Context: an optimization exercise on an open-source flow, tuned for small area, a short achievable clock period and few clock cycles per item. The choices shown serve that exercise and are no tape-out recipe. In this exercise RTL edits were held to simulation tests only and were not proved equivalent to the original. No activity file was given, so power comes from the tool's default toggle rates.

[design.v]
`default_nettype none
package ttc_pkg;
   localparam int POS_W   = 32;             
   localparam int UV_W    = 24;             
   localparam int DPOS_W  = POS_W + 1;      
   localparam int DUV_W   = UV_W + 1;       
   localparam int NUM_W   = DPOS_W + DUV_W + 1;   
   localparam int FRAC_W  = 16;
   localparam int AXES    = 3;
   localparam int DMAG_W  = 2 * (DUV_W - 1) + 1;  
   localparam int Z_W     = DMAG_W + FRAC_W;      
   localparam int W_W     = DMAG_W + 3;           
   localparam int QUO_W   = POS_W;                
   localparam int NCH     = 2;
   localparam int CW      = (DUV_W + NCH - 1) / NCH;
   localparam int LCW     = DUV_W - (NCH - 1) * CW;    
   localparam int ACC_W   = DPOS_W + CW + 2;    
   localparam int LO_W    = (NCH - 1) * CW;
   localparam int K       = 2;
   localparam int NRUN    = QUO_W / K;
   localparam int NSET    = 2;
   localparam int NLANE   = NSET * AXES;
endpackage
`default_nettype wire
`default_nettype none
module ttc_front (
   input  wire logic                              clock,
   input  wire logic                              reset,
   input  wire logic                              req_valid,
   output logic                                   req_stall,
   input  wire logic signed [ttc_pkg::POS_W-1:0]  req_pos_x,
   input  wire logic signed [ttc_pkg::POS_W-1:0]  req_pos_y,
   input  wire logic signed [ttc_pkg::POS_W-1:0]  req_pos_z,
   input  wire logic signed [ttc_pkg::UV_W-1:0]   req_tex_u,
   input  wire logic signed [ttc_pkg::UV_W-1:0]   req_tex_v,
   output logic                                   job_busy,
   input  wire logic                              job_release,
   input  wire logic                              release_next,   
   input  wire logic                              d1_next,        
   output logic                                   job_start,      
   output logic signed [ttc_pkg::DUV_W-1:0]       du_new,         
   output logic signed [ttc_pkg::DUV_W-1:0]       dv_new,
   output logic [ttc_pkg::AXES-1:0][ttc_pkg::DPOS_W-1:0] dp1,
   output logic [ttc_pkg::AXES-1:0][ttc_pkg::DPOS_W-1:0] dp2,
   output logic signed [ttc_pkg::DUV_W-1:0]       du1,
   output logic signed [ttc_pkg::DUV_W-1:0]       dv1,
   output logic signed [ttc_pkg::DUV_W-1:0]       du2,
   output logic signed [ttc_pkg::DUV_W-1:0]       dv2
);
   logic [1:0] count_ff, count_in;
   logic busy_ff, busy_in;
   logic stall_ff;
   logic signed [ttc_pkg::POS_W-1:0] p0_ff [0:ttc_pkg::AXES-1];
   logic signed [ttc_pkg::UV_W-1:0]  u0_ff, v0_ff;
   logic signed [ttc_pkg::POS_W-1:0] in_pos [0:ttc_pkg::AXES-1];
   logic signed [ttc_pkg::DPOS_W-1:0] dp_in [0:ttc_pkg::AXES-1];
   logic signed [ttc_pkg::DUV_W-1:0]  du_in, dv_in;
   logic accept;
   assign in_pos[0] = req_pos_x;
   assign in_pos[1] = req_pos_y;
   assign in_pos[2] = req_pos_z;
   assign req_stall = stall_ff;
   assign accept    = req_valid && !stall_ff;
   assign job_busy  = busy_ff;
   assign job_start = accept && (count_ff == 2'd2);
   assign du_new    = du_in;
   assign dv_new    = dv_in;
   always_comb begin
      count_in = count_ff;
      if (accept) count_in = (count_ff == 2'd2) ? 2'd0 : count_ff + 2'd1;
      busy_in = busy_ff;
      if (job_start) busy_in = 1'b1;
      else if (job_release) busy_in = 1'b0;
   end
   always_comb begin
      for (int a = 0; a < ttc_pkg::AXES; a++) begin
         dp_in[a] = ttc_pkg::DPOS_W'(in_pos[a]) - ttc_pkg::DPOS_W'(p0_ff[a]);
      end
      du_in = ttc_pkg::DUV_W'(req_tex_u) - ttc_pkg::DUV_W'(u0_ff);
      dv_in = ttc_pkg::DUV_W'(req_tex_v) - ttc_pkg::DUV_W'(v0_ff);
   end
   always_ff @(posedge clock) begin
      if (reset) begin
         count_ff <= 2'd0;
         busy_ff  <= 1'b0;
         stall_ff <= 1'b0;
      end else begin
         count_ff <= count_in;
         busy_ff  <= busy_in;
         stall_ff <= busy_in && (((count_in == 2'd1) && d1_next)
                                 || ((count_in == 2'd2) && !release_next));
      end
   end
   always_ff @(posedge clock) begin
      if (accept && count_ff == 2'd0) begin
         for (int a = 0; a < ttc_pkg::AXES; a++) p0_ff[a] <= in_pos[a];
         u0_ff <= req_tex_u;
         v0_ff <= req_tex_v;
      end
      if (accept && count_ff == 2'd1) begin
         for (int a = 0; a < ttc_pkg::AXES; a++) dp1[a] <= dp_in[a];
         du1 <= du_in;
         dv1 <= dv_in;
      end
      if (accept && count_ff == 2'd2) begin
         for (int a = 0; a < ttc_pkg::AXES; a++) dp2[a] <= dp_in[a];
         du2 <= du_in;
         dv2 <= dv_in;
      end
   end
endmodule
`default_nettype wire
`default_nettype none
module ttc_mul (
   input  wire logic                              clock,
   input  wire logic                              reset,
   input  wire logic                              job_busy,
   output logic                                   job_release,
   output logic                                   release_next,
   output logic                                   d1_next,
   input  wire logic                              job_start,
   input  wire logic signed [ttc_pkg::DUV_W-1:0]  du_new,
   input  wire logic signed [ttc_pkg::DUV_W-1:0]  dv_new,
   input  wire logic [ttc_pkg::AXES-1:0][ttc_pkg::DPOS_W-1:0] dp1,
   input  wire logic [ttc_pkg::AXES-1:0][ttc_pkg::DPOS_W-1:0] dp2,
   input  wire logic signed [ttc_pkg::DUV_W-1:0]  du1,
   input  wire logic signed [ttc_pkg::DUV_W-1:0]  dv1,
   input  wire logic signed [ttc_pkg::DUV_W-1:0]  du2,
   input  wire logic signed [ttc_pkg::DUV_W-1:0]  dv2,
   input  wire logic [ttc_pkg::NLANE-1:0]         lane_free,
   output logic [ttc_pkg::NLANE-1:0]              lane_load,
   output logic [ttc_pkg::Z_W-1:0]                lane_z,       
   output logic                                   lane_neg,
   output logic                                   lane_ovf,
   output logic                                   lane_degen,
   output logic [ttc_pkg::DMAG_W-1:0]             lane_den      
);
   localparam int CH_W = (ttc_pkg::NCH > 1) ? $clog2(ttc_pkg::NCH) : 1;
   localparam int S_W  = 6;
   localparam int NW   = ttc_pkg::NUM_W;
   localparam int ND   = (ttc_pkg::CW + 2) / 2;      
   localparam int SH_W = ttc_pkg::Z_W;
   logic [1:0]      k_ff, k_in;
   logic [CH_W-1:0] j_ff, j_in;
   logic            p1_ff, p1_in;         
   logic [1:0]      p1_k_ff;
   logic            p2_ff, p2_in;         
   logic [1:0]      p2_k_ff;
   logic last_chunk, adv, p1_go, p2_go;
   logic signed [ttc_pkg::DPOS_W-1:0] x1_ff, x2_ff, x1_in, x2_in;
   logic [3*ND-1:0] b1_ff, b2_ff, b1_in, b2_in;    
   logic [NW-1:0]   s_ff, c_ff, s_in, c_in;
   function automatic logic [3*ND-1:0] booth(input logic [ttc_pkg::CW:0] c, input logic neg_y);
      logic [ttc_pkg::CW+1:0] e;
      logic b2, b1, b0;
      e = {c, 1'b0};
      for (int m = 0; m < ND; m++) begin
         b2 = e[2*m+2]; b1 = e[2*m+1]; b0 = e[2*m];
         booth[3*m]   = b1 ^ b0;
         booth[3*m+1] = (b2 & !b1 & !b0) | (!b2 & b1 & b0);
         booth[3*m+2] = neg_y ? (!b2 & (b1 | b0)) : (b2 & !(b1 & b0));
      end
   endfunction
   function automatic logic [ttc_pkg::CW:0] chunk(input logic [ttc_pkg::DUV_W-1:0] y,
                                                  input logic [CH_W-1:0] j);
      chunk = '0;
      for (int i = 0; i < ttc_pkg::NCH; i++) begin
         if (j == CH_W'(i)) begin
            if (i == 0)
               chunk = (ttc_pkg::CW+1)'(signed'(y[ttc_pkg::DUV_W-1 -: ttc_pkg::LCW]));
            else
               chunk = {1'b0, y[(ttc_pkg::NCH-1-i)*ttc_pkg::CW +: ttc_pkg::CW]};
         end
      end
   endfunction
   assign last_chunk   = (j_ff == CH_W'(ttc_pkg::NCH - 1));
   localparam int SET_W = (ttc_pkg::NSET > 1) ? $clog2(ttc_pkg::NSET) : 1;
   logic [SET_W-1:0] set_ff;
   logic [ttc_pkg::AXES-1:0] set_free;
   always_comb begin
      for (int a = 0; a < ttc_pkg::AXES; a++) begin
         set_free[a] = 1'b0;
         for (int t = 0; t < ttc_pkg::NSET; t++) begin
            if (set_ff == SET_W'(t)) set_free[a] = lane_free[t * ttc_pkg::AXES + a];
         end
      end
   end
   assign p2_go        = p2_ff && ((p2_k_ff == 2'd0) || set_free[p2_k_ff - 2'd1]);
   assign p1_go        = p1_ff && (!p2_ff || p2_go);
   assign adv          = job_busy && (!p1_ff || p1_go);
   assign job_release  = adv && last_chunk && (k_ff == 2'd3);
   assign release_next = (k_in == 2'd3) && (j_in == CH_W'(ttc_pkg::NCH - 1)) && !p1_in;
   assign d1_next      = ((j_in == CH_W'(ttc_pkg::NCH - 1)) ? k_in + 2'd1 : k_in) <= 2'd1;
   logic [1:0]      k_adv;
   logic [CH_W-1:0] j_adv;
   logic [ttc_pkg::DPOS_W-1:0]        dp1b_ff, dp1c_ff;
   logic [ttc_pkg::DUV_W-1:0]         dv1_ff;
   always_ff @(posedge clock) begin
      if (job_start) begin
         dp1b_ff <= dp1[1];
         dp1c_ff <= dp1[2];
         dv1_ff  <= dv1;
      end
   end
   always_comb begin
      j_adv = last_chunk ? '0 : j_ff + 1'b1;
      k_adv = last_chunk ? k_ff + 2'd1 : k_ff;
      k_in = adv ? k_adv : k_ff;
      j_in = adv ? j_adv : j_ff;
      p1_in = p1_ff;
      if (adv && last_chunk) p1_in = 1'b1;
      else if (p1_go)        p1_in = 1'b0;
      p2_in = p2_ff;
      if (p1_go)      p2_in = 1'b1;
      else if (p2_go) p2_in = 1'b0;
      x1_in = ttc_pkg::DPOS_W'(du1);
      x2_in = ttc_pkg::DPOS_W'(du2);
      if (k_adv == 2'd1) begin
         x1_in = signed'(dp1[0]);
         x2_in = signed'(dp2[0]);
      end
      if (k_adv == 2'd2) begin
         x1_in = signed'(dp1b_ff);
         x2_in = signed'(dp2[1]);
      end
      if (k_adv == 2'd3) begin
         x1_in = signed'(dp1c_ff);
         x2_in = signed'(dp2[2]);
      end
      b1_in = booth(chunk(dv2, j_adv), 1'b0);
      b2_in = booth(chunk(dv1_ff, j_adv), 1'b1);
      if (job_start) begin
         x1_in = ttc_pkg::DPOS_W'(du1);
         x2_in = ttc_pkg::DPOS_W'(du_new);
         b1_in = booth(chunk(dv_new, '0), 1'b0);
         b2_in = booth(chunk(dv1, '0), 1'b1);
      end
   end
   always_ff @(posedge clock) begin
      if (reset) begin
         k_ff   <= '0;
         j_ff   <= '0;
         p1_ff  <= 1'b0;
         p2_ff  <= 1'b0;
         set_ff <= '0;
      end else begin
         if (p2_go && p2_k_ff == 2'd3) begin
            set_ff <= (set_ff == SET_W'(ttc_pkg::NSET - 1)) ? '0 : set_ff + 1'b1;
         end
         k_ff  <= k_in;
         j_ff  <= j_in;
         p1_ff <= p1_in;
         p2_ff <= p2_in;
      end
   end
   always_ff @(posedge clock) begin
      if (adv || job_start) begin
         x1_ff <= x1_in;
         x2_ff <= x2_in;
         b1_ff <= b1_in;
         b2_ff <= b2_in;
      end
      if (adv) begin
         s_ff <= s_in;
         c_ff <= c_in;
         if (last_chunk) p1_k_ff <= k_ff;
      end
   end
   ttc_dot_cs #(
      .XW (ttc_pkg::DPOS_W),
      .ND (ND),
      .AW (NW),
      .SH (ttc_pkg::CW)
   ) u_dot (
      .first (j_ff == '0),
      .x1    (x1_ff),
      .x2    (x2_ff),
      .b1    (b1_ff),
      .b2    (b2_ff),
      .s     (s_ff),
      .c     (c_ff),
      .s_out (s_in),
      .c_out (c_in)
   );
   logic [NW-1:0] f_pos, f_negv;
   logic [NW-1:0] fmag_ff;
   logic          fneg_ff;
   assign f_pos  = s_ff + c_ff;
   assign f_negv = ~s_ff + ~c_ff + NW'(2);
   always_ff @(posedge clock) begin
      if (p1_go) begin
         fmag_ff <= f_pos[NW-1] ? f_negv : f_pos;
         fneg_ff <= f_pos[NW-1];
         p2_k_ff <= p1_k_ff;
      end
   end
   logic [ttc_pkg::DMAG_W-1:0] dmag_ff;
   logic [ttc_pkg::DMAG_W-1:0] dnorm_ff;
   logic [S_W-1:0]             s_sh_ff;
   logic                       dneg_ff;
   logic                       degen_ff;
   logic [S_W-1:0]             lz, sh;
   logic [SH_W-1:0]            shifted;
   always_comb begin
      lz = S_W'(ttc_pkg::DMAG_W - 1);
      for (int i = 0; i < ttc_pkg::DMAG_W; i++) begin
         if (fmag_ff[i]) lz = S_W'(ttc_pkg::DMAG_W - 1 - i);
      end
   end
   assign sh      = (p2_k_ff == 2'd0) ? lz : s_sh_ff;
   assign shifted = SH_W'(fmag_ff) << sh;
   always_ff @(posedge clock) begin
      if (p2_go && p2_k_ff == 2'd0) begin
         dmag_ff  <= fmag_ff[ttc_pkg::DMAG_W-1:0];
         dnorm_ff <= shifted[ttc_pkg::DMAG_W-1:0];
         s_sh_ff  <= lz;
         dneg_ff  <= fneg_ff;
         degen_ff <= (fmag_ff == '0);
      end
   end
   always_comb begin
      lane_load = '0;
      for (int t = 0; t < ttc_pkg::NSET; t++) begin
         for (int a = 0; a < ttc_pkg::AXES; a++) begin
            lane_load[t * ttc_pkg::AXES + a] = p2_go && (p2_k_ff == 2'(a + 1)) && (set_ff == SET_W'(t));
         end
      end
   end
   assign lane_z     = shifted;
   assign lane_neg   = fneg_ff ^ dneg_ff;
   assign lane_ovf   = (fmag_ff[NW-1:ttc_pkg::FRAC_W] >= NW'(dmag_ff));
   assign lane_degen = degen_ff;
   assign lane_den   = dnorm_ff;
endmodule
module ttc_dot_cs #(
   parameter int XW = 33,
   parameter int ND = 7,
   parameter int AW = 59,
   parameter int SH = 13
) (
   input  wire logic                 first,
   input  wire logic signed [XW-1:0] x1,
   input  wire logic signed [XW-1:0] x2,
   input  wire logic [3*ND-1:0]      b1,
   input  wire logic [3*ND-1:0]      b2,
   input  wire logic [AW-1:0]        s,
   input  wire logic [AW-1:0]        c,
   output logic [AW-1:0]             s_out,
   output logic [AW-1:0]             c_out
);
   localparam int RW = XW + 2;                 
   localparam int NR = 2 * ND + 5;             
   function automatic int count_at(input int n, input int lvl);
      count_at = n;
      for (int i = 0; i < 16; i++) begin
         if (i < lvl && count_at > 2) count_at = (count_at / 3) * 2 + (count_at % 3);
      end
   endfunction
   function automatic int levels(input int n);
      int cnt;
      cnt = n;
      levels = 0;
      for (int i = 0; i < 16; i++) begin
         if (cnt > 2) begin
            cnt = (cnt / 3) * 2 + (cnt % 3);
            levels = levels + 1;
         end
      end
   endfunction
   function automatic logic [AW-1:0] sign_const();
      logic [AW-1:0] k;
      k = '0;
      for (int m = 0; m < ND; m++) begin
         k = k - (AW'(1) << (RW - 1 + 2 * m));
         k = k - (AW'(1) << (RW - 1 + 2 * m));
      end
      sign_const = k;
   endfunction
   localparam int NL = levels(NR);
   logic [AW-1:0] rows [0:NR-1];
   always_comb begin
      logic [RW-1:0] mag, r;
      logic [AW-1:0] n1, n2;
      n1 = '0;
      n2 = '0;
      for (int m = 0; m < ND; m++) begin
         mag = b1[3*m] ? RW'(x1) : (b1[3*m+1] ? (RW'(x1) << 1) : '0);
         r   = b1[3*m+2] ? ~mag : mag;
         rows[2*m] = AW'({!r[RW-1], r[RW-2:0]}) << (2 * m);
         n1[2*m] = b1[3*m+2];
         mag = b2[3*m] ? RW'(x2) : (b2[3*m+1] ? (RW'(x2) << 1) : '0);
         r   = b2[3*m+2] ? ~mag : mag;
         rows[2*m+1] = AW'({!r[RW-1], r[RW-2:0]}) << (2 * m);
         n2[2*m] = b2[3*m+2];
      end
      rows[2*ND]   = n1;
      rows[2*ND+1] = n2;
      rows[2*ND+2] = sign_const();
      rows[2*ND+3] = first ? '0 : (s << SH);
      rows[2*ND+4] = first ? '0 : (c << SH);
   end
   for (genvar l = 0; l <= NL; l++) begin : g_lv
      localparam int N = count_at(NR, l);
      logic [AW-1:0] v [0:N-1];
      if (l == 0) begin : g_in
         for (genvar i = 0; i < N; i++) begin : g_i
            assign v[i] = rows[i];
         end
      end else begin : g_red
         localparam int P = count_at(NR, l - 1);
         for (genvar i = 0; i < P / 3; i++) begin : g_csa
            logic [AW-1:0] a, b, cc;
            assign a  = g_lv[l-1].v[3*i];
            assign b  = g_lv[l-1].v[3*i+1];
            assign cc = g_lv[l-1].v[3*i+2];
            assign v[2*i]   = a ^ b ^ cc;
            assign v[2*i+1] = ((a & b) | (a & cc) | (b & cc)) << 1;
         end
         for (genvar i = 0; i < P % 3; i++) begin : g_pass
            assign v[2*(P/3)+i] = g_lv[l-1].v[3*(P/3)+i];
         end
      end
   end
   assign s_out = g_lv[NL].v[0];
   assign c_out = g_lv[NL].v[1];
endmodule
`default_nettype wire
`default_nettype none
module ttc_div_lane (
   input  wire logic                           clock,
   input  wire logic                           reset,
   input  wire logic                           load,
   input  wire logic [ttc_pkg::Z_W-1:0]        z,
   input  wire logic [ttc_pkg::DMAG_W-1:0]     den,
   input  wire logic                           neg,
   input  wire logic                           ovf,
   input  wire logic                           degen,
   output logic                                free,      
   output logic                                done,      
   input  wire logic                           take,      
   output logic [ttc_pkg::W_W-1:0]             res_s,
   output logic [ttc_pkg::W_W-1:0]             res_c,
   output logic [ttc_pkg::QUO_W-1:0]           res_p,
   output logic [ttc_pkg::QUO_W-1:0]           res_n,
   output logic                                res_neg,
   output logic                                res_ovf,
   output logic                                res_degen
);
   localparam int W   = ttc_pkg::W_W;
   localparam int QW  = ttc_pkg::QUO_W;
   localparam int CN_W = $clog2(ttc_pkg::NRUN + 1);
   logic run_ff, done_ff;
   logic [CN_W-1:0] cnt_ff;
   logic [W-1:0]  s_ff, c_ff;
   logic [QW-1:0] pq_ff, nq_ff;
   logic [ttc_pkg::DMAG_W-1:0] den_ff;
   logic neg_ff, ovf_ff, degen_ff;
   logic [W-1:0]  s_st [0:ttc_pkg::K];
   logic [W-1:0]  c_st [0:ttc_pkg::K];
   logic [QW-1:0] p_st [0:ttc_pkg::K];
   logic [QW-1:0] n_st [0:ttc_pkg::K];
   logic [3:0]    e_st [0:ttc_pkg::K];
   logic [3:0]    est_ff;
   always_comb begin
      logic [W-1:0] a, b, e, m, dz;
      logic [W-1:0] ec [0:2];
      logic [3:0]   cand [0:2];
      logic         qp, qn;
      dz = W'(den_ff);
      ec[0] = ~dz;       
      ec[1] = '0;        
      ec[2] = dz;        
      s_st[0] = s_ff;
      c_st[0] = c_ff;
      p_st[0] = pq_ff;
      n_st[0] = nq_ff;
      e_st[0] = est_ff;
      for (int i = 0; i < ttc_pkg::K; i++) begin
         a  = {s_st[i][W-2:0], p_st[i][QW-1]};
         b  = {c_st[i][W-2:0], 1'b0};
         qp = !e_st[i][3];                      
         qn = e_st[i][3] && (e_st[i] != 4'hF);  
         e  = qp ? ec[0] : (qn ? ec[2] : ec[1]);
         m  = (a & b) | (a & e) | (b & e);
         s_st[i+1] = a ^ b ^ e;
         c_st[i+1] = {m[W-2:0], qp};
         p_st[i+1] = {p_st[i][QW-2:0], qp};
         n_st[i+1] = {n_st[i][QW-2:0], qn};
         for (int d = 0; d < 3; d++) begin
            cand[d] = (a[W-2:W-5] ^ b[W-2:W-5] ^ ec[d][W-2:W-5])
                    + ((a[W-3:W-6] & b[W-3:W-6]) | (a[W-3:W-6] & ec[d][W-3:W-6])
                       | (b[W-3:W-6] & ec[d][W-3:W-6]));
         end
         e_st[i+1] = qp ? cand[0] : (qn ? cand[2] : cand[1]);
      end
   end
   always_ff @(posedge clock) begin
      if (reset) begin
         run_ff  <= 1'b0;
         done_ff <= 1'b0;
      end else begin
         if (load) begin
            run_ff  <= 1'b1;
            done_ff <= 1'b0;
         end else begin
            if (run_ff && cnt_ff == '0) begin
               run_ff  <= 1'b0;
               done_ff <= 1'b1;
            end
            if (done_ff && take) done_ff <= 1'b0;
         end
      end
   end
   always_ff @(posedge clock) begin
      if (load) begin
         s_ff     <= W'(z[ttc_pkg::Z_W-1:ttc_pkg::FRAC_W]);
         c_ff     <= '0;
         pq_ff    <= {z[ttc_pkg::FRAC_W-1:0], {(QW - ttc_pkg::FRAC_W){1'b0}}};
         nq_ff    <= '0;
         den_ff   <= den;
         neg_ff   <= neg;
         ovf_ff   <= ovf;
         degen_ff <= degen;
         cnt_ff   <= CN_W'(ttc_pkg::NRUN - 1);
         est_ff   <= {2'b00, z[ttc_pkg::Z_W-1 -: 2]};
      end else if (run_ff) begin
         est_ff <= e_st[ttc_pkg::K];
         s_ff   <= s_st[ttc_pkg::K];
         c_ff   <= c_st[ttc_pkg::K];
         pq_ff  <= p_st[ttc_pkg::K];
         nq_ff  <= n_st[ttc_pkg::K];
         cnt_ff <= cnt_ff - 1'b1;
      end
   end
   assign res_s     = s_ff;
   assign res_c     = c_ff;
   assign res_p     = pq_ff;
   assign res_n     = nq_ff;
   assign res_neg   = neg_ff;
   assign res_ovf   = ovf_ff;
   assign res_degen = degen_ff;
   assign done = done_ff;
   assign free = (!run_ff && !done_ff) || (done_ff && take);
endmodule
`default_nettype wire
`default_nettype none
module ttc_back (
   input  wire logic                            clock,
   input  wire logic                            reset,
   input  wire logic [ttc_pkg::NLANE-1:0]       lane_load,
   input  wire logic [ttc_pkg::Z_W-1:0]         lane_z,
   input  wire logic                            lane_neg,
   input  wire logic                            lane_ovf,
   input  wire logic                            lane_degen,
   input  wire logic [ttc_pkg::DMAG_W-1:0]      lane_den,
   output logic [ttc_pkg::NLANE-1:0]            lane_free,
   output logic                                 rsp_valid,
   input  wire logic                            rsp_stall,
   output logic signed [ttc_pkg::POS_W-1:0]     rsp_tangent_x,
   output logic signed [ttc_pkg::POS_W-1:0]     rsp_tangent_y,
   output logic signed [ttc_pkg::POS_W-1:0]     rsp_tangent_z,
   output logic                                 rsp_degenerate,
   output logic                                 rsp_clipped
);
   localparam int AX = ttc_pkg::AXES;
   localparam int W  = ttc_pkg::W_W;
   localparam int QW = ttc_pkg::QUO_W;
   logic [AX-1:0] full_ff;
   logic [AX-1:0] clip_ff;
   logic [ttc_pkg::POS_W-1:0] tan_ff [0:AX-1];
   logic degen_ff;
   localparam int NL    = ttc_pkg::NLANE;
   localparam int NS    = ttc_pkg::NSET;
   localparam int SET_W = (NS > 1) ? $clog2(NS) : 1;
   logic [NL-1:0] done, take;
   logic [AX-1:0] ready, take_ax;
   logic [W-1:0]  r_s [0:NL-1];
   logic [W-1:0]  r_c [0:NL-1];
   logic [QW-1:0] r_p [0:NL-1];
   logic [QW-1:0] r_n [0:NL-1];
   logic [NL-1:0] r_neg, r_ovf, r_degen;
   logic taken;
   logic f2_ff;
   logic [AX-1:0] f2_ax_ff;
   logic [SET_W-1:0] ns_ff [0:AX-1];     
   for (genvar g = 0; g < NL; g++) begin : g_lane
      ttc_div_lane u_lane (
         .clock     (clock),
         .reset     (reset),
         .load      (lane_load[g]),
         .z         (lane_z),
         .den       (lane_den),
         .neg       (lane_neg),
         .ovf       (lane_ovf),
         .degen     (lane_degen),
         .free      (lane_free[g]),
         .done      (done[g]),
         .take      (take[g]),
         .res_s     (r_s[g]),
         .res_c     (r_c[g]),
         .res_p     (r_p[g]),
         .res_n     (r_n[g]),
         .res_neg   (r_neg[g]),
         .res_ovf   (r_ovf[g]),
         .res_degen (r_degen[g])
      );
      assign take[g] = take_ax[g % AX] && (ns_ff[g % AX] == SET_W'(g / AX));
   end
   always_comb begin
      for (int a = 0; a < AX; a++) begin
         ready[a] = 1'b0;
         for (int t = 0; t < NS; t++) begin
            if (ns_ff[a] == SET_W'(t)) ready[a] = done[t * AX + a];
         end
         ready[a] = ready[a] && !full_ff[a] && !(f2_ff && f2_ax_ff[a]);
      end
   end
   assign take_ax[0] = ready[0];
   assign take_ax[1] = ready[1] && !ready[0];
   assign take_ax[2] = ready[2] && !ready[1] && !ready[0];
   always_ff @(posedge clock) begin
      for (int a = 0; a < AX; a++) begin
         if (reset) begin
            ns_ff[a] <= '0;
         end else if (take_ax[a]) begin
            ns_ff[a] <= (ns_ff[a] == SET_W'(NS - 1)) ? '0 : ns_ff[a] + 1'b1;
         end
      end
   end
   logic [W-1:0]  f_s, f_c, wsum;
   logic [QW-1:0] f_p, f_n, opa, opb, t, value;
   logic          f_neg, f_ovf, f_degen, wneg, sat, clip;
   logic [QW-1:0] opa_ff, opb_ff;
   logic [1:0]    cin_ff;
   logic          neg_ff, ovf_ff, dg_ff;
   always_comb begin
      f_s = '0; f_c = '0; f_p = '0; f_n = '0;
      f_neg = 1'b0; f_ovf = 1'b0; f_degen = 1'b0;
      for (int l = 0; l < NL; l++) begin
         f_s     = f_s     | (r_s[l] & {W{take[l]}});
         f_c     = f_c     | (r_c[l] & {W{take[l]}});
         f_p     = f_p     | (r_p[l] & {QW{take[l]}});
         f_n     = f_n     | (r_n[l] & {QW{take[l]}});
         f_neg   = f_neg   | (r_neg[l] & take[l]);
         f_ovf   = f_ovf   | (r_ovf[l] & take[l]);
         f_degen = f_degen | (r_degen[l] & take[l]);
      end
   end
   assign wsum = f_s + f_c;
   assign wneg = wsum[W-1];
   assign opa  = f_neg ? f_n : f_p;
   assign opb  = f_neg ? ~f_p : ~f_n;
   always_ff @(posedge clock) begin
      if (reset) begin
         f2_ff <= 1'b0;
      end else begin
         f2_ff <= |take;
      end
   end
   always_ff @(posedge clock) begin
      opa_ff   <= opa;
      opb_ff   <= opb;
      cin_ff   <= f_neg ? (wneg ? 2'd2 : 2'd1) : (wneg ? 2'd0 : 2'd1);
      neg_ff   <= f_neg;
      ovf_ff   <= f_ovf;
      dg_ff    <= f_degen;
      f2_ax_ff <= take_ax;
   end
   assign t    = opa_ff + opb_ff + QW'(cin_ff);
   assign sat  = ovf_ff || (neg_ff ? (!t[QW-1] && (t != '0)) : t[QW-1]);
   assign clip = !dg_ff && sat;
   always_comb begin
      if (dg_ff) begin
         value = '0;
      end else if (sat) begin
         value = neg_ff ? 32'h8000_0000 : 32'h7FFF_FFFF;
      end else begin
         value = t;
      end
   end
   assign rsp_valid = &full_ff;
   assign taken     = rsp_valid && !rsp_stall;
   always_ff @(posedge clock) begin
      if (reset) begin
         full_ff <= '0;
      end else begin
         for (int a = 0; a < AX; a++) begin
            if (f2_ff && f2_ax_ff[a]) full_ff[a] <= 1'b1;
            else if (taken) full_ff[a] <= 1'b0;
         end
      end
   end
   always_ff @(posedge clock) begin
      for (int a = 0; a < AX; a++) begin
         if (f2_ff && f2_ax_ff[a]) begin
            tan_ff[a]  <= value;
            clip_ff[a] <= clip;
         end
      end
      if (f2_ff && f2_ax_ff[0]) degen_ff <= dg_ff;
   end
   assign rsp_tangent_x  = tan_ff[0];
   assign rsp_tangent_y  = tan_ff[1];
   assign rsp_tangent_z  = tan_ff[2];
   assign rsp_degenerate = degen_ff;
   assign rsp_clipped    = |clip_ff;
endmodule
`default_nettype wire
`default_nettype none
module triangle_tangent_calc_unit (
   input  wire logic                              clock,
   input  wire logic                              reset,
   input  wire logic                              req_valid,
   output logic                                   req_stall,
   input  wire logic signed [ttc_pkg::POS_W-1:0]  req_pos_x,
   input  wire logic signed [ttc_pkg::POS_W-1:0]  req_pos_y,
   input  wire logic signed [ttc_pkg::POS_W-1:0]  req_pos_z,
   input  wire logic signed [ttc_pkg::UV_W-1:0]   req_tex_u,
   input  wire logic signed [ttc_pkg::UV_W-1:0]   req_tex_v,
   output logic                                   rsp_valid,
   input  wire logic                              rsp_stall,
   output logic signed [ttc_pkg::POS_W-1:0]       rsp_tangent_x,
   output logic signed [ttc_pkg::POS_W-1:0]       rsp_tangent_y,
   output logic signed [ttc_pkg::POS_W-1:0]       rsp_tangent_z,
   output logic                                   rsp_degenerate,
   output logic                                   rsp_clipped
);
   logic job_busy, job_release, release_next, d1_next, job_start;
   logic signed [ttc_pkg::DUV_W-1:0]  du_new, dv_new;
   logic [ttc_pkg::AXES-1:0][ttc_pkg::DPOS_W-1:0] dp1;
   logic [ttc_pkg::AXES-1:0][ttc_pkg::DPOS_W-1:0] dp2;
   logic signed [ttc_pkg::DUV_W-1:0]  du1, dv1, du2, dv2;
   logic [ttc_pkg::NLANE-1:0]         lane_free, lane_load;
   logic [ttc_pkg::Z_W-1:0]           lane_z;
   logic                              lane_neg, lane_ovf, lane_degen;
   logic [ttc_pkg::DMAG_W-1:0]        lane_den;
   ttc_front u_front (
      .clock       (clock),
      .reset       (reset),
      .req_valid   (req_valid),
      .req_stall   (req_stall),
      .req_pos_x   (req_pos_x),
      .req_pos_y   (req_pos_y),
      .req_pos_z   (req_pos_z),
      .req_tex_u   (req_tex_u),
      .req_tex_v   (req_tex_v),
      .job_busy    (job_busy),
      .job_release (job_release),
      .release_next(release_next),
      .d1_next     (d1_next),
      .job_start   (job_start),
      .du_new      (du_new),
      .dv_new      (dv_new),
      .dp1         (dp1),
      .dp2         (dp2),
      .du1         (du1),
      .dv1         (dv1),
      .du2         (du2),
      .dv2         (dv2)
   );
   ttc_mul u_mul (
      .clock       (clock),
      .reset       (reset),
      .job_busy    (job_busy),
      .job_release (job_release),
      .release_next(release_next),
      .d1_next     (d1_next),
      .job_start   (job_start),
      .du_new      (du_new),
      .dv_new      (dv_new),
      .dp1         (dp1),
      .dp2         (dp2),
      .du1         (du1),
      .dv1         (dv1),
      .du2         (du2),
      .dv2         (dv2),
      .lane_free   (lane_free),
      .lane_load   (lane_load),
      .lane_z      (lane_z),
      .lane_neg    (lane_neg),
      .lane_ovf    (lane_ovf),
      .lane_degen  (lane_degen),
      .lane_den    (lane_den)
   );
   ttc_back u_back (
      .clock          (clock),
      .reset          (reset),
      .lane_load      (lane_load),
      .lane_z         (lane_z),
      .lane_neg       (lane_neg),
      .lane_ovf       (lane_ovf),
      .lane_degen     (lane_degen),
      .lane_den       (lane_den),
      .lane_free      (lane_free),
      .rsp_valid      (rsp_valid),
      .rsp_stall      (rsp_stall),
      .rsp_tangent_x  (rsp_tangent_x),
      .rsp_tangent_y  (rsp_tangent_y),
      .rsp_tangent_z  (rsp_tangent_z),
      .rsp_degenerate (rsp_degenerate),
      .rsp_clipped    (rsp_clipped)
   );
endmodule
`default_nettype wire
[run.sh]
#!/bin/bash
# synth_recipe.tcl (not shown) runs the flow's synth.tcl, then flattens the netlist and writes it again
# the make line also repeats each setting of config.mk as NAME=value (left out here)
make -C /OpenROAD-flow-scripts/flow DESIGN_CONFIG=/design/flow/config.mk WORK_HOME=/design/flow/orfs CLKGATE_MAP_FILE= SYNTH_SCRIPT=/design/flow/synth_recipe.tcl finish
[config.mk]
export PLATFORM = sky130hd
export DESIGN_NAME = triangle_tangent_calc_unit
export DESIGN_NICKNAME = triangle_tangent_calc_unit
export VERILOG_FILES = /design/flow/design.v
export SDC_FILE = /design/flow/constraint.sdc
export NUM_CORES = 4
export LEC_CHECK = 0
export CAP_MARGIN = 20
export CELL_PAD_IN_SITES_DETAIL_PLACEMENT = 0
export CELL_PAD_IN_SITES_GLOBAL_PLACEMENT = 0
export CORE_MARGIN = 2
export CORE_UTILIZATION = 45
export CTS_BUF_LIST = sky130_fd_sc_hd__clkbuf_8
export PLACE_DENSITY = 0.6
export SETUP_SLACK_MARGIN = 5
export SLEW_MARGIN = 20
[constraint.sdc]
create_clock -name core_clock -period 11.0 [get_ports {clock}]
set_input_delay 2.2000 -clock core_clock [delete_from_list [all_inputs] [get_ports {clock}]]
set_output_delay 2.2000 -clock core_clock [all_outputs]
set_load 0.01 [all_outputs]
==> impl_metrics.env, run 1 <==
export IMPL_cts_sinks=2496
export IMPL_synthArstFlopShare=0
export IMPL_clock_path_buffers=4
export IMPL_worstMarginPinSlew_ns=1.258
export IMPL_syn_nets=17880
export IMPL_finalSetupTns_ns=0
export IMPL_worst_clock_skew_ns=0.1665
export IMPL_grt_max_degree=156
export IMPL_cp_start_kind="flip-flop"
export IMPL_crit_start="u_back.f2_ax_ff[0]$_DFF_P_"
export IMPL_slew_headroom=0.1602
export IMPL_cap_viol_max_count=0
export IMPL_status="complete, no violations"
export IMPL_synth_edf_count=1741
export IMPL_arrival_ns=7.01
export IMPL_p_per_area_nw_per_um2=229.0
export IMPL_crit_type="reg -> reg"
export IMPL_hold_path_class="reg -> reg"
export IMPL_p_leak_nw=72.17
export IMPL_fin_crit_sh=0.5462
export IMPL_ys_seq_area_frac=0.4101
export IMPL_grt_pass1_wl_mm=769.1
export IMPL_period_minus_slack_ns=6.008
export IMPL_grt_pass1_vias=119800
export IMPL_synth_compound_area_frac=0.1231
export IMPL_die_area_sq_um=370000
export IMPL_required_ns=12.00
export IMPL_drc_errors=0
export IMPL_fin_nets=17840
export IMPL_synth_simple_gate_area_frac=0.1072
export IMPL_muxShareOfSynthArea=0.05523
export IMPL_synth_top_family_by_area="adder cells"
export IMPL_maxSlewViolCount=0
export IMPL_num_vias=121400
export IMPL_yosysTopAreaCell="edfxtp_1"
export IMPL_synthAdderAreaFrac=0.2070
export IMPL_fillers=33180
export IMPL_insertion_delay_ns=1.18
export IMPL_synth_flop_cell="edfxtp_1"
export IMPL_syn_inst=15720
export IMPL_grtUsageTotal=0.2719
export IMPL_synth_top_cell_area_share=0.3182
export IMPL_core_area_sq_um=363100
export IMPL_rsz0062_at_grt="yes"
export IMPL_path_max_fanout=32
export IMPL_hpwlAfterDp_mm=369.8
export IMPL_cts_root_buf="clkbuf_8"
export IMPL_portBuffers=247
export IMPL_antenna_left=0
export IMPL_antenna_found_initial=23
export IMPL_yosys_warnings=31
export IMPL_die_x_microns=608.3
export IMPL_critPathCaptureType="flip-flop"
export IMPL_rr_startpoint="u_back.f2_ax_ff[0]$_DFF_P_"
export IMPL_post_route_util=0.4968
export IMPL_cts_tree="built"
export IMPL_drt_iter0_drc=13300
export IMPL_synthTopCellsByArea="edfxtp_1, fa_1, dfxtp_1"
export IMPL_max_freq_mhz=166.4
export IMPL_hold_viol=0
export IMPL_cts_made_buffers=436
export IMPL_fp_row_count=221
export IMPL_r2r_cells=21
export IMPL_hp_start="u_front.dv1[0]$_DFFE_PP_"
export IMPL_syn2layout_area_growth_pct=9.762
export IMPL_start_util=0.4526
export IMPL_clk_transition_reported_paths_ns=0.06
export IMPL_synth_distinct_cells=94
export IMPL_final_layout_size_suffix_gt1_frac=0.06492
export IMPL_pin_count=248
export IMPL_hold_depth=0
export IMPL_grt_overflow=0
export IMPL_gp_congestion=0.9316
export IMPL_yosys_area_share_xor_xnor=0.04520
export IMPL_wl_per_cell_microns=24.74
export IMPL_syn_area_sq_um=164300
export IMPL_avgSynthCellArea_sq_um=10.45
export IMPL_postCtsHoldBufs=0
export IMPL_ys_seq_elements=2496
export IMPL_first_pass_iters=11
export IMPL_dieHeight_microns=608.3
export IMPL_routed_wl_mm=515.4
export IMPL_peakVddDrop_mv=0.3131
export IMPL_setup_viol=0
export IMPL_routed_via_density=5.826
export IMPL_htreeDepth=5
## sequential cells by signal (all words and copies together) (netlist names), 30 cells and up
name                         cells
u_back.g_lane.u_lane.s_ff      312
u_back.g_lane.u_lane.c_ff      306
u_back.g_lane.u_lane.den_ff    294
u_back.g_lane.u_lane.nq_ff     192
u_back.g_lane.u_lane.pq_ff     192
u_front.dp1                     99
u_front.dp2                     99
u_back.tan_ff                   96
u_front.p0_ff                   96
u_mul.fmag_ff                   59
u_mul.s_ff                      59
u_mul.c_ff                      57
u_mul.dmag_ff                   49
u_mul.dnorm_ff                  49
u_mul.dp1b_ff                   33
u_mul.dp1c_ff                   33
u_mul.x1_ff                     33
u_mul.x2_ff                     33
u_back.opa_ff                   32
u_back.opb_ff                   32
u_back.g_lane.u_lane.cnt_ff     30
## metal layers
metal / part of all wire / GRT usage / up-vias / wire length (microns)
met5: 0.000049 / 0 / - / 25
met4: 0.042 / 0.1042 / 4 / 21840
met3: 0.077 / 0.04292 / 1072 / 39890
met2: 0.48 / 0.4513 / 5087 / 245100
met1: 0.40 / 0.3574 / 60270 / 208500
li1: - / - / 54950 / -
## through the flow
step	hold slack [ns]	power, mW	setup WS (ns)	cell area [sq um]	instances
floorplan	0.4003	26.37	4.586	164400	15720
global placement	0.4006	32.28	4.247	171400	20020
detailed placement	0.4045	32.68	4.206	171400	20020
CTS	0.3485	41.45	5.016	180200	20820
global route	0.3636	44.61	4.905	180400	20830
finish	0.3463	41.30	4.992	180400	20840
## worst max-delay path: stages, from the launching register on
cell      delay (ns)
dfxtp_1         0.51
a21oi_2         0.22
and3_4          0.32
or4_4           0.67
nor2_4          0.35
buf_6           0.32
a22oi_1         0.16
nand3_1         0.12
ha_1            0.25
a21o_1          0.19
a21o_1          0.19
a21o_1          0.18
a21o_1          0.18
a21oi_1         0.14
nor2b_1         0.05
o21ai_0         0.27
a311o_1         0.36
a311o_1         0.35
nand3_1         0.35
a311oi_1        0.41
xnor2_1         0.20
nor2b_1         0.08
## what timing repair did
item	CTS	global route
resized for setup	10	16
buffers inserted	3	0
pin swaps	3	3
endpoints found under the setup margin	281	171
hold endpoints to repair	0	0
gates cloned	5	4
## power by group
group | total (mW) | internal (mW) | switching, mW | leakage [nW]
combinational | 19.5 | 7.79 | 11.7 | 45.1
clock | 8.63 | 4.54 | 4.09 | 5.02
sequential | 13.1 | 12.1 | 1.03 | 22.0
## synth_stat cells, drive strengths merged (81+ instances only)
cell / count
o21ai: 1297
nand2: 1657
nand3: 799
a21o: 146
dfxtp: 755
nor3: 117
o21a: 92
nor2: 986
nor2b: 81
mux2i: 796
ha: 837
inv: 1315
a211oi: 127
mux2: 96
a222oi: 176
a21oi: 424
xor2: 286
edfxtp: 1741
buf: 137
a22oi: 515
clkbuf: 799
fa: 1175
nand2b: 107
xnor2: 562
## logic make-up after synthesis
logic type / after synthesis
mux: 893
flops: 2496
buf+inv: 2251
compound gates: 3180
simple gates: 4035
xor+xnor: 848
fa+ha+maj: 2014
other cells: 1
## cell type report
cell class	count	area, sq um	share of cell area
repair buffers	450	4146	0.02299
well taps	4794	5998	0.03326
clock inverters	298	1853	0.01027
clock buffers	496	6827	0.03785
flip-flops and latches	2496	67440	0.3739
diodes	6	15.01	0.00008325
repair inverters	1	8.758	0.00004856
multi-input cells	10980	89060	0.4938
inverters	1315	5006	0.02776
## worst paths after layout
path | slack, ns | end
min reg2reg | 0.35 | u_mul.dv1_ff[0]$_DFFE_PP_
min | 0.35 | u_mul.dv1_ff[0]$_DFFE_PP_
max reg2reg | 4.99 | u_back.cin_ff[1]$_SDFF_PP0_
max | 4.99 | u_back.cin_ff[1]$_SDFF_PP0_
## layout by cell type, fill, tap and decap left out, types with 21 or more instances in the layout
cell type	netlist	routed
or2_2	22	21
a21oi_1	423	421
edfxtp_1	1741	1741
dfxtp_1	755	741
a21o_1	146	146
mux2i_1	795	791
nand2_1	1656	1656
nand4_1	40	40
clkinv_2	0	38
clkinv_1	0	52
o31ai_1	36	36
clkbuf_8	0	496
and2_1	61	56
o211ai_1	30	30
xnor2_1	562	555
clkdlybuf4s50_1	0	246
o21ai_0	1275	1273
nand2b_1	107	99
nor2_1	986	978
o22ai_1	36	36
a222oi_1	176	176
o21ai_1	22	22
mux2_2	96	96
o21a_1	92	92
inv_1	1307	1469
a211oi_1	127	127
ha_1	837	837
xor2_1	286	285
and3_1	37	36
o21bai_1	40	40
a22oi_1	515	515
nor2b_1	81	70
a31oi_1	44	41
nand3_1	799	789
buf_4	4	180
fa_1	1175	1175
nor3_1	116	110
or3_1	29	29
nor4_1	37	35
Testbench counts, summed over its fixed seeds: cycles 4,536, items 512.
==> run 2: changes to the inputs <==
--- a/config.mk
+++ b/config.mk
@@ -10,7 +10,6 @@
 export CELL_PAD_IN_SITES_GLOBAL_PLACEMENT = 0
 export CORE_MARGIN = 2
 export CORE_UTILIZATION = 45
-export CTS_BUF_LIST = sky130_fd_sc_hd__clkbuf_8
 export PLACE_DENSITY = 0.6
 export SETUP_SLACK_MARGIN = 5
 export SLEW_MARGIN = 20
==> impl_metrics.env, run 2 <==
export IMPL_synthTopCellsByArea="edfxtp_1, fa_1, dfxtp_1"
export IMPL_die_area_sq_um=370000
export IMPL_seqCellArea_sq_um=67440
export IMPL_ys_seq_elements=2496
export IMPL_arrival_ns=6.62
export IMPL_maxSlewViolCount=0
export IMPL_worstMarginPinSlew_ns=1.159
export IMPL_setup_viol=0
export IMPL_syn_nets=17880
export IMPL_grtUsageTotal=0.2714
export IMPL_antenna_found_initial=25
export IMPL_critPathCaptureType="flip-flop"
export IMPL_final_layout_size_suffix_gt1_frac=0.05681
export IMPL_dr_max_layer_used="met5"
export IMPL_grt_pass1_wl_mm=767.1
export IMPL_crit_start="u_back.f2_ax_ff[0]$_DFF_P_"
export IMPL_fillers=32850
export IMPL_timing_hold_ws_ns=0.3908
export IMPL_avgSynthCellArea_sq_um=10.45
export IMPL_num_vias=120400
export IMPL_syn_inst=15720
export IMPL_hold_depth=0
export IMPL_hp_start="u_front.dv1[11]$_DFFE_PP_"
export IMPL_reg_top3="u_back.g_lane.u_lane.s_ff x312, u_back.g_lane.u_lane.c_ff x306, u_back.g_lane.u_lane.den_ff x294"
export IMPL_dp_cells=20020
export IMPL_reg2reg_slack_ns=5.07
export IMPL_fin_nets=17690
export IMPL_yosys_warnings=31
export IMPL_postCtsHoldBufs=0
export IMPL_first_pass_iters=10
export IMPL_cts_sinks=2496
export IMPL_worst_clock_skew_ns=0.1088
export IMPL_largest_register="u_back.g_lane.u_lane.s_ff"
export IMPL_p_per_area_nw_per_um2=235.2
export IMPL_largest_reg_flops=312
export IMPL_finalSetupTns_ns=0
export IMPL_status="complete, no violations"
export IMPL_slew_headroom=0.2275
export IMPL_path_max_fanout=113
export IMPL_drt_iter0_drc=13400
export IMPL_multi_input_comb_area_sq_um=89060
export IMPL_synthArstFlopShare=0
export IMPL_period_minus_slack_ns=5.929
export IMPL_synth_distinct_cells=94
export IMPL_reg2reg_to="u_back.g_lane[5].u_lane.s_ff[39]$_DFFE_PP_"
export IMPL_post_route_util=0.5000
export IMPL_dieHeight_microns=608.3
export IMPL_synth_commonest_cells="edfxtp_1, nand2_1, inv_1, o21ai_0, fa_1"
export IMPL_rr_startpoint="u_back.f2_ax_ff[0]$_DFF_P_"
export IMPL_cp_start_kind="flip-flop"
export IMPL_pin_count=248
export IMPL_cpMostUsedCell="buf_6"
export IMPL_clock_path_buffers=4
export IMPL_clk_transition_reported_paths_ns=0.06
export IMPL_insertion_delay_ns=0.94
export IMPL_wl_per_cell_microns=24.92
export IMPL_final_common_cell="edfxtp_1"
export IMPL_fp_row_count=221
export IMPL_dpl_cell_area_sq_um=171400
export IMPL_routed_via_density=5.854
export IMPL_grt_pass1_vias=118600
export IMPL_antenna_left=0
export IMPL_whs_endpoint="u_mul.dv1_ff[11]$_DFFE_PP_"
export IMPL_hold_viol=0
export IMPL_portBuffers=247
export IMPL_crit_type="reg -> reg"
export IMPL_p_leak_nw=71.92
export IMPL_synth_most_common_cell="edfxtp_1"
export IMPL_cts_tree="built"
export IMPL_cts_root_buf="clkbuf_16"
export IMPL_synth_flop_cell="edfxtp_1"
export IMPL_max_freq_mhz=168.7
export IMPL_hpwlAfterDp_mm=369.8
export IMPL_syn_area_sq_um=164300
export IMPL_critPathMaxStageDelay_ns=0.66
export IMPL_yosysTopAreaCell="edfxtp_1"
export IMPL_start_util=0.4526
export IMPL_drc_errors=0
export IMPL_htreeDepth=5
export IMPL_routed_wl_mm=512.7
export IMPL_synth_edf_count=1741
export IMPL_core_area_sq_um=363100
export IMPL_final_cell_mix="edfxtp_1, nand2_1, inv_1"
export IMPL_synth_top_cell_area_share=0.3182
export IMPL_hold_path_class="reg -> reg"
export IMPL_r2r_cells=13
export IMPL_die_x_microns=608.3
export IMPL_crit_family="simple AND/OR/NAND/NOR gates"
export IMPL_required_ns=11.69
export IMPL_syn2layout_area_growth_pct=10.47
export IMPL_cap_viol_max_count=0
export IMPL_grt_overflow=0
export IMPL_peakVddDrop_mv=0.2984
export IMPL_met1_length_mm=209.5
export IMPL_met3_length_mm=38.16
export IMPL_rsz0062_at_grt="yes"
export IMPL_ys_seq_area_frac=0.4101
export IMPL_slowest_stage="nand3_4"
export IMPL_gp_congestion=0.9316
export IMPL_grt_max_degree=156
export IMPL_cts_made_buffers=290
export IMPL_critical_path_cell_chain="a21oi_4 > and3_4 > buf_6 > nor4_4 > buf_12 > nor3b_1 > o31ai_1 > a221o_1 > and2_1 > nand3_4 > clkinv_16 > buf_6 > mux2_2"
export IMPL_path_buf_inv=4
export IMPL_fin_crit_sh=0.5390
export IMPL_route_met2_wl_mm=244.3
export IMPL_stdcell_area_sq_um=181500
export IMPL_final_cells=20570
[run 2: cell counts after synthesis]
Identical to the previous run, type by type.
[run 2: through the flow]
stage,power [mW],setup slack (ns)
after detailed placement,32.68,4.206
after global placement,32.28,4.247
after floorplan,26.37,4.586
final,42.69,5.071
after global routing,45.96,4.936
after CTS,42.84,5.020
[run 2: cell families after synthesis]
kind of cell / after synthesis / synth area share
muxes: 893 / 0.05523
buffers and inverters: 2251 / 0.05208
and+or+nand+nor: 4035 / 0.1072
DFF: 2496 / 0.4101
xor gates and xnor gates: 848 / 0.04520
AOI/OAI and AO/OA: 3180 / 0.1231
other: 1 / 0.00002282
adders and majority gates: 2014 / 0.2070
[run 2: worst max path at each step]
stage / cells after the start / slack [ns] / endpoint
finish: 13 / 5.07 / u_back.g_lane[5].u_lane.s_ff[39]$_DFFE_PP_
global route: 13 / 4.94 / u_back.g_lane[5].u_lane.s_ff[32]$_DFFE_PP_
CTS: 19 / 5.02 / u_back.g_lane[5].u_lane.s_ff[20]$_DFFE_PP_
detailed placement: 17 / 4.21 / u_front.dp2[32]$_DFFE_PP_
global placement: 17 / 4.25 / u_front.dp1[30]$_DFFE_PP_
floorplan: 3 / 4.59 / u_front.dp1[0]$_DFFE_PP_
[run 2: final cells by class]
| type | count | share of cell area |
|---|---|---|
| clock buffers | 410 | 0.04545 |
| clock inverters | 122 | 0.008513 |
| inverters | 1315 | 0.02761 |
| flip-flops and latches | 2496 | 0.3715 |
| repair buffers | 452 | 0.02310 |
| multi-input cells | 10980 | 0.4906 |
| well taps | 4794 | 0.03304 |
| diodes | 8 | 0.0001103 |
[run 2: routing by layer]
layer  track usage  up-vias
li1              -    54630
met1        0.3600    59920
met2        0.4506     4956
met3       0.03937      932
met4        0.1011        6
met5             0        -
[run 2: worst reg2reg max path, cell delays in order (launching register included)]
cell and delay, ns:
dfxtp_1 0.54, a21oi_4 0.18, and3_4 0.35, buf_6 0.29, nor4_4 0.55, buf_12 0.34
nor3b_1 0.14, o31ai_1 0.30, a221o_1 0.24, and2_1 0.38, nand3_4 0.66, clkinv_16 0.66
buf_6 0.65, mux2_2 0.44
[run 2: repair_timing]
item,CTS,global route
gates cloned,4,3
pin swaps,3,4
resized for setup,11,22
buffers inserted,2,3
setup endpoints to repair,280,211
[run 2: report_power, final]
| group | switching, mW | total [mW] | internal, mW |
|---|---|---|---|
| clock | 4.16 | 10.0 | 5.87 |
| combinational | 11.7 | 19.5 | 7.79 |
| sequential | 1.03 | 13.1 | 12.1 |
| total | 16.9 | 42.7 | 25.8 |
==> run 3: changes to the inputs <==
==> flow/run.sh (new file) <==
#!/bin/bash
# The standard layout (the standard.sh, unchanged synthesis and steps), with timing
# repair aiming for 7.0 ns of setup slack at the design's 11 ns clock. make's full output
# goes to layout.log here; each ORFS step also keeps its own log under orfs/logs/.
set -euo pipefail
bash standard.sh SETUP_SLACK_MARGIN=7.0 finish > layout.log 2>&1
==> standard.sh (new file) <==
#!/bin/bash
# synth_recipe.tcl (not shown) runs the flow's synth.tcl, then flattens the netlist and writes it again
# the make line also repeats each setting of config.mk as NAME=value (left out here)
make -C /OpenROAD-flow-scripts/flow DESIGN_CONFIG=/design/flow/config.mk WORK_HOME=/design/flow/orfs CLKGATE_MAP_FILE= SYNTH_SCRIPT=/design/flow/synth_recipe.tcl "${@:-finish}"
--- a/config.mk
+++ b/config.mk
@@ -11,5 +11,4 @@
 export CORE_MARGIN = 2
 export CORE_UTILIZATION = 45
 export PLACE_DENSITY = 0.6
-export SETUP_SLACK_MARGIN = 5
 export SLEW_MARGIN = 20
removed: run.sh
==> impl_metrics.env, run 3 <==
export IMPL_cap_viol_max_count=0
export IMPL_num_vias=133900
export IMPL_syn_nets=17880
export IMPL_start_util=0.4526
export IMPL_slew_headroom=0.1084
export IMPL_synth_top_cell_area_share=0.3182
export IMPL_wl_per_cell_microns=28.79
export IMPL_period_minus_slack_ns=5.004
export IMPL_largest_register="u_back.g_lane.u_lane.s_ff"
export IMPL_grt_overflow=0
export IMPL_fp_row_count=221
export IMPL_worstMarginPinSlew_ns=1.329
export IMPL_portBuffers=247
export IMPL_cp_start_kind="flip-flop"
export IMPL_fin_crit_sh=0.4549
export IMPL_clk_transition_reported_paths_ns=0.06
export IMPL_hold_path_class="reg -> reg"
export IMPL_clock_path_buffers=4
export IMPL_reg_top3="u_back.g_lane.u_lane.s_ff x312, u_back.g_lane.u_lane.c_ff x306, u_back.g_lane.u_lane.den_ff x294"
export IMPL_synth_flop_cell="edfxtp_1"
export IMPL_p_int_mw=31.16
export IMPL_final_cell_mix="edfxtp_1, nand2_1, inv_1"
export IMPL_drt_iter0_drc=16750
export IMPL_clkPwrFrac=0.184
export IMPL_htreeDepth=5
export IMPL_use_met3=0.06106
export IMPL_hold_viol=0
export IMPL_core_area_sq_um=363100
export IMPL_max_freq_mhz=199.9
export IMPL_grt_pass1_wl_mm=868.8
export IMPL_finalSetupTns_ns=0
export IMPL_synth_distinct_cells=94
export IMPL_synth_edf_count=1741
export IMPL_ys_seq_area_frac=0.4101
export IMPL_avgSynthCellArea_sq_um=10.45
export IMPL_rsz0062_at_grt="yes"
export IMPL_die_x_microns=608.3
export IMPL_antenna_found_initial=21
export IMPL_routed_wl_mm=629.1
export IMPL_path_max_fanout=54
export IMPL_final_layout_size_suffix_gt1_frac=0.2499
export IMPL_cts_made_buffers=289
export IMPL_synth_commonest_cells="edfxtp_1, nand2_1, inv_1, o21ai_0, fa_1"
export IMPL_dieHeight_microns=608.3
export IMPL_gp_congestion=0.9093
export IMPL_use_met2=0.5056
export IMPL_synth_most_common_cell="edfxtp_1"
export IMPL_insertion_delay_ns=0.95
export IMPL_largest_reg_flops=312
export IMPL_swShare=0.4152
export IMPL_grt_max_degree=110
export IMPL_synthTopCellsByArea="edfxtp_1, fa_1, dfxtp_1"
export IMPL_required_ns=11.67
export IMPL_setup_viol=0
export IMPL_gr_usage_met1=0.3877
export IMPL_cts_sinks=2496
export IMPL_combPwrFrac=0.571
export IMPL_worst_clock_skew_ns=0.07938
export IMPL_post_route_util=0.5768
export IMPL_yosys_warnings=31
export IMPL_syn_area_sq_um=164300
export IMPL_maxSlewViolCount=0
export IMPL_power_switching_mw=22.12
export IMPL_yosysTopAreaCell="edfxtp_1"
export IMPL_final_cells=21850
export IMPL_syn2layout_area_growth_pct=27.45
export IMPL_p_leak_nw=82.71
export IMPL_synthArstFlopShare=0
export IMPL_fin_nets=18970
export IMPL_finalPower_mw=53.28
export IMPL_grtUsageTotal=0.3147
export IMPL_cts_root_buf="clkbuf_16"
export IMPL_arrival_ns=5.67
export IMPL_grt_pass1_vias=128700
export IMPL_pin_count=248
export IMPL_postCtsHoldBufs=0
export IMPL_crit_type="reg -> reg"
export IMPL_p_per_area_nw_per_um2=254.4
export IMPL_power_frac_seq=0.244
export IMPL_grt_busiest_layer="met2"
export IMPL_cts_tree="built"
export IMPL_die_area_sq_um=370000
export IMPL_first_pass_iters=11
export IMPL_status="complete, no violations"
export IMPL_antenna_left=0
export IMPL_critPathCaptureType="flip-flop"
export IMPL_hpwlAfterDp_mm=371.4
export IMPL_syn_inst=15720
export IMPL_routed_via_density=6.127
export IMPL_drc_errors=0
export IMPL_dp_cells=20030
export IMPL_ys_seq_elements=2496
export IMPL_peakVddDrop_mv=0.2991
export IMPL_final_common_cell="edfxtp_1"
==> run 3: cell count changes in the layout (fill, tap and decap cells not counted), sizes merged, moves of 9 or more <==
cell	delta
clkinv	+11
dlygate4sd2	+117
buf	+1213
bufinv	-9
bufbuf	+26
clkbuf	+43
diode	+9
clkdlybuf4s50	-163
==> run 3: power groups by stage <==
stage / clock, mW / sequential, mW / combinational (mW)
2_1_floorplan: 0 / 12.7 / 13.7
3_3_place_gp: 0 / 13.2 / 19.1
3_5_place_dp: 0 / 13.2 / 19.5
4_1_cts: 9.89 / 13.0 / 25.8
5_1_grt: 10.2 / 13.1 / 32.6
6_report: 9.81 / 13.0 / 30.4
==> run 3: layout make-up <==
type	instances	area (sq um)
Clock buffer	410	8339
Inverter	1315	5124
Timing Repair inverter	12	107.6
Multi-Input combinational cell	11000	100700
Antenna cell	17	42.54
Sequential cell	2496	67500
Fill cell	29500	153600
Tap cell	4794	5998
Timing Repair Buffer	1696	20480
Clock inverter	114	1129
==> run 3: final timing paths <==
kind / slack (ns) / cells past startpoint / to / startpoint
worst max-delay path: 6.00 / 16 / u_back.g_lane[4].u_lane.s_ff[48]$_DFFE_PP_ / u_mul.fmag_ff[9]$_DFFE_PP_
worst min-delay path: 0.41 / 0 / u_mul.dp1b_ff[17]$_DFFE_PP_ / u_front.dp1[50]$_DFFE_PP_
worst max register to register: 6.00 / 16 / u_back.g_lane[4].u_lane.s_ff[48]$_DFFE_PP_ / u_mul.fmag_ff[9]$_DFFE_PP_
worst min register to register: 0.41 / 0 / u_mul.dp1b_ff[17]$_DFFE_PP_ / u_front.dp1[50]$_DFFE_PP_
==> run 3: cell families after synthesis <==
kind of cell	after synthesis	share of synthesized area
fa+ha+maj	2014	0.2070
compound gates	3180	0.1231
flops	2496	0.4101
buf+inv	2251	0.05208
simple gates	4035	0.1072
other cells	1	0.00002282
xor+xnor	848	0.04520
mux	893	0.05523
==> run 3: what timing repair did <==
action                     4_1_cts  5_1_grt
cloned                         129       44
setup buffers                  756      349
gates resized for setup       2575     1796
pin swaps                      671      783
setup endpoints to repair     3025     1853
==> run 3: routing by layer <==
metal	share of wire	vias to the layer above
met2	0.45	8073
li1	-	57420
met5	0.000064	-
met3	0.10	2347
met1	0.36	66030
met4	0.087	6
==> run 3: per-stage QoR <==
stage / instance area (sq um) / worst slack [ns] / hold slack (ns)
3_5_place_dp: 171600 / 4.181 / 0.4045
6_report: 209400 / 5.996 / 0.4130
4_1_cts: 199200 / 6.103 / 0.4155
2_1_floorplan: 164600 / 4.586 / 0.4003
5_1_grt: 209400 / 5.945 / 0.4195
3_3_place_gp: 171600 / 4.223 / 0.4002
==> run 3: worst max-delay path, cell delays in order (launching register included) <==
cell       delay (ns)
edfxtp_1         0.67
or4_1            0.55
a21oi_1          0.14
o21ai_0          0.08
a21oi_1          0.16
o21ai_1          0.20
a41oi_4          0.32
buf_8            0.43
o21ai_1          0.60
o22ai_1          0.41
a211oi_1         0.10
a221o_1          0.34
o211ai_1         0.13
o21a_4           0.20
buf_12           0.14
clkbuf_16        0.19
mux2i_1          0.08
==> run 4: changes to the inputs <==
==> flow/run.sh (replaced) <==
#!/bin/bash
# The standard layout (the standard.sh, unchanged synthesis and steps), with timing
# repair aiming for 6 ns of setup slack at the design's 11 ns clock. make's full output
# goes to layout.log here; each ORFS step also keeps its own log under orfs/logs/.
set -euo pipefail
bash standard.sh SETUP_SLACK_MARGIN=6 finish > layout.log 2>&1
--- a/config.mk
+++ b/config.mk
@@ -10,5 +10,6 @@
 export CELL_PAD_IN_SITES_GLOBAL_PLACEMENT = 0
 export CORE_MARGIN = 2
 export CORE_UTILIZATION = 45
+export CTS_BUF_LIST = sky130_fd_sc_hd__clkbuf_8
 export PLACE_DENSITY = 0.6
 export SLEW_MARGIN = 20
==> impl_metrics.env, run 4 <==
export IMPL_cts_root_buf="clkbuf_8"
export IMPL_portBuffers=247
export IMPL_finalSetupTns_ns=0
export IMPL_fin_crit_sh=0.4554
export IMPL_dpl_cell_area_sq_um=171600
export IMPL_arrival_ns=6.05
export IMPL_clk_transition_reported_paths_ns=0.06
export IMPL_p_leak_nw=73.93
export IMPL_gp_congestion=0.9136
export IMPL_largest_register="u_back.g_lane.u_lane.s_ff"
export IMPL_antenna_left=0
export IMPL_die_x_microns=608.3
export IMPL_antenna_found_initial=22
export IMPL_fp_row_count=221
export IMPL_finalPower_mw=43.29
export IMPL_final_common_cell="edfxtp_1"
export IMPL_critPathCaptureType="flip-flop"
export IMPL_ys_seq_area_frac=0.4101
export IMPL_first_pass_iters=11
export IMPL_grtUsageTotal=0.2809
export IMPL_worst_clock_skew_ns=0.1767
export IMPL_die_area_sq_um=370000
export IMPL_setup_viol=0
export IMPL_cap_viol_max_count=0
export IMPL_routed_via_density=5.862
export IMPL_pin_count=248
export IMPL_fin_nets=18030
export IMPL_dieHeight_microns=608.3
export IMPL_final_layout_size_suffix_gt1_frac=0.08934
export IMPL_avgSynthCellArea_sq_um=10.45
export IMPL_htreeDepth=5
export IMPL_drc_errors=0
export IMPL_worstMarginPinSlew_ns=1.104
export IMPL_synth_edf_count=1741
export IMPL_post_route_util=0.5085
export IMPL_yosysTopAreaCell="edfxtp_1"
export IMPL_synth_distinct_cells=94
export IMPL_synthArstFlopShare=0
export IMPL_postCtsHoldBufs=0
export IMPL_path_max_fanout=95
export IMPL_cts_sinks=2496
export IMPL_period_minus_slack_ns=5.009
export IMPL_grt_pass1_vias=120900
export IMPL_hold_viol=0
export IMPL_syn2layout_area_growth_pct=12.35
export IMPL_wl_per_cell_microns=25.52
export IMPL_maxSlewViolCount=0
export IMPL_synth_most_common_cell="edfxtp_1"
export IMPL_status="complete, no violations"
export IMPL_ys_seq_elements=2496
export IMPL_cp_start_kind="flip-flop"
export IMPL_syn_area_sq_um=164300
export IMPL_routed_wl_mm=537.1
export IMPL_stdcell_area_sq_um=184600
export IMPL_hpwlAfterDp_mm=369.2
export IMPL_p_per_area_nw_per_um2=234.5
export IMPL_slew_headroom=0.2450
export IMPL_final_cell_mix="edfxtp_1, nand2_1, inv_1"
export IMPL_start_util=0.4526
export IMPL_clock_path_buffers=4
export IMPL_core_area_sq_um=363100
export IMPL_cts_tree="built"
export IMPL_drt_iter0_drc=13170
export IMPL_yosys_warnings=31
export IMPL_grt_overflow=0
export IMPL_rsz0062_at_grt="no"
export IMPL_insertion_delay_ns=1.19
export IMPL_syn_inst=15720
export IMPL_crit_type="reg -> reg"
export IMPL_grt_pass1_wl_mm=789.2
export IMPL_required_ns=12.04
export IMPL_syn_nets=17880
export IMPL_reg_top3="u_back.g_lane.u_lane.s_ff x312, u_back.g_lane.u_lane.c_ff x306, u_back.g_lane.u_lane.den_ff x294"
export IMPL_synth_flop_cell="edfxtp_1"
export IMPL_grt_max_degree=148
export IMPL_num_vias=123400
export IMPL_peakVddDrop_mv=0.3371
export IMPL_synth_commonest_cells="edfxtp_1, nand2_1, inv_1, o21ai_0, fa_1"
export IMPL_synthTopCellsByArea="edfxtp_1, fa_1, dfxtp_1"
export IMPL_hold_path_class="reg -> reg"
export IMPL_max_freq_mhz=199.6
export IMPL_cts_made_buffers=432
export IMPL_synth_top_cell_area_share=0.3182
export IMPL_timing_hold_ws_ns=0.3951
export IMPL_largest_reg_flops=312
==> run 4: cell count changes in the layout (fill, tap and decap cells not counted), sizes merged, moves of 4 or more <==
| cell | previous run | this run |
|---|---|---|
| clkdlybuf4s50 | 83 | 236 |
| clkinv | 85 | 125 |
| inv | 1331 | 1483 |
| dlygate4sd2 | 117 | 0 |
| clkdlybuf4s15 | 6 | 0 |
| dlymetal6s2s | 2 | 11 |
| clkinvlp | 9 | 13 |
| clkbuf | 453 | 497 |
| buf | 1418 | 364 |
| nand2b | 115 | 109 |
| diode | 17 | 9 |
| bufbuf | 27 | 12 |
==> run 4: stage by stage <==
stage / worst slack, ns / std cells
final: 5.991 / 21040
after global routing: 5.960 / 21040
after CTS: 5.936 / 20940
after detailed placement: 4.060 / 20020
after global placement: 4.105 / 20020
after floorplan: 4.586 / 15720
==> run 4: metal layers <==
| layer | GRT usage | routed length [microns] | share of wire |
|---|---|---|---|
| met5 | 0 | 76 | 0.00014 |
| met4 | 0.1282 | 29440 | 0.055 |
| met3 | 0.04614 | 44340 | 0.083 |
| met2 | 0.4625 | 252800 | 0.47 |
| met1 | 0.3631 | 210400 | 0.39 |
==> run 4: area by class of cell <==
type / instances / area [sq um]
fill: 32910 / 178400
multi-input combinational: 10990 / 90480
sequential: 2496 / 67460
timing repair buffer: 637 / 6988
clock buffer: 483 / 6648
tap: 4794 / 5998
inverter: 1315 / 5064
clock inverter: 319 / 1941
antenna: 9 / 22.52
timing repair inverter: 2 / 17.52
==> run 4: timing repair <==
action,4_1_cts,5_1_grt
buffers inserted,84,82
resized for setup,220,227
gates cloned,34,11
pin swaps,31,64
setup endpoints to repair,1315,770
==> run 4: final timing paths <==
path                                                     start                           to  slack [ns]  cells after the start
hold / removal                       u_front.dp1[43]$_DFFE_PP_  u_mul.dp1b_ff[10]$_DFFE_PP_        0.40                      0
setup / recovery  u_back.g_lane[3].u_lane.done_ff$_SDFFE_PP0P_  u_back.cin_ff[1]$_SDFF_PP0_        5.99                     15
hold reg to reg                      u_front.dp1[43]$_DFFE_PP_  u_mul.dp1b_ff[10]$_DFFE_PP_        0.40                      0
setup reg to reg  u_back.g_lane[3].u_lane.done_ff$_SDFFE_PP0P_  u_back.cin_ff[1]$_SDFF_PP0_        5.99                     15
==> run 4: worst max-delay path, stage by stage (launching register included) <==
cell	delay (ns)
dfxtp_1	0.41
and3_4	0.27
buf_4	0.18
buf_12	0.22
a222oi_1	0.82
nand3_1	0.21
ha_1	0.35
nand4_1	0.19
nor3_4	0.34
nand3_1	0.19
a311o_1	0.40
a311o_2	0.42
nand3_4	0.19
a311oi_2	0.14
xnor2_1	0.20
nor2b_1	0.06
==> run 4: cell families after synthesis <==
kind of cell	share of synthesized area
AO/OA/AOI/OAI	0.1231
XOR/XNOR	0.04520
adder cells (fa/ha/maj)	0.2070
buffers and inverters	0.05208
flip-flops	0.4101
multiplexers	0.05523
other	0.00002282
AND/OR/NAND/NOR	0.1072
==> run 4: power breakdown <==
part           total (mW)  switching, mW  internal [mW]
Sequential           13.1           1.02           12.1
Clock                8.58           4.17           4.41
Combinational        21.6           12.9           8.71
Total                43.3           18.1           25.2

static timing again, ports no longer ideal:
How much do the figures lean on ideal ports? The routed layouts below were timed once more, with nothing changed but the port constraints. Step 1, drivers: a clkbuf_16 drives clock and a buf_2 each remaining input, both assumed. Step 2 adds t to the input delays and takes it off the output delays; t is the mean of the earliest and latest rising clock arrival at the registers after step 1. Input paths then give back, and output paths get back, about the clock's delay inside the block. Slacks: no drivers / after step 1 / after step 2; pairs: no drivers / after step 1.
run	t (ns)	slack for setup (ns)	hold slack, ns
run 1	1.224	4.992 / 4.992 / 4.213	0.346 / 0.346 / 0.346
run 2	1.008	5.071 / 5.071 / 4.311	0.391 / 0.391 / 0.391
run 3	1.036	5.996 / 5.996 / 5.316	0.413 / 0.413 / 0.413
run 4	1.219	5.991 / 5.991 / 4.942	0.395 / 0.395 / 0.395
After both steps every run listed still meets setup and hold. The setup slack of run 4, which loses most, moves by 0.000 ns with the drivers and by -1.049 ns with both steps.
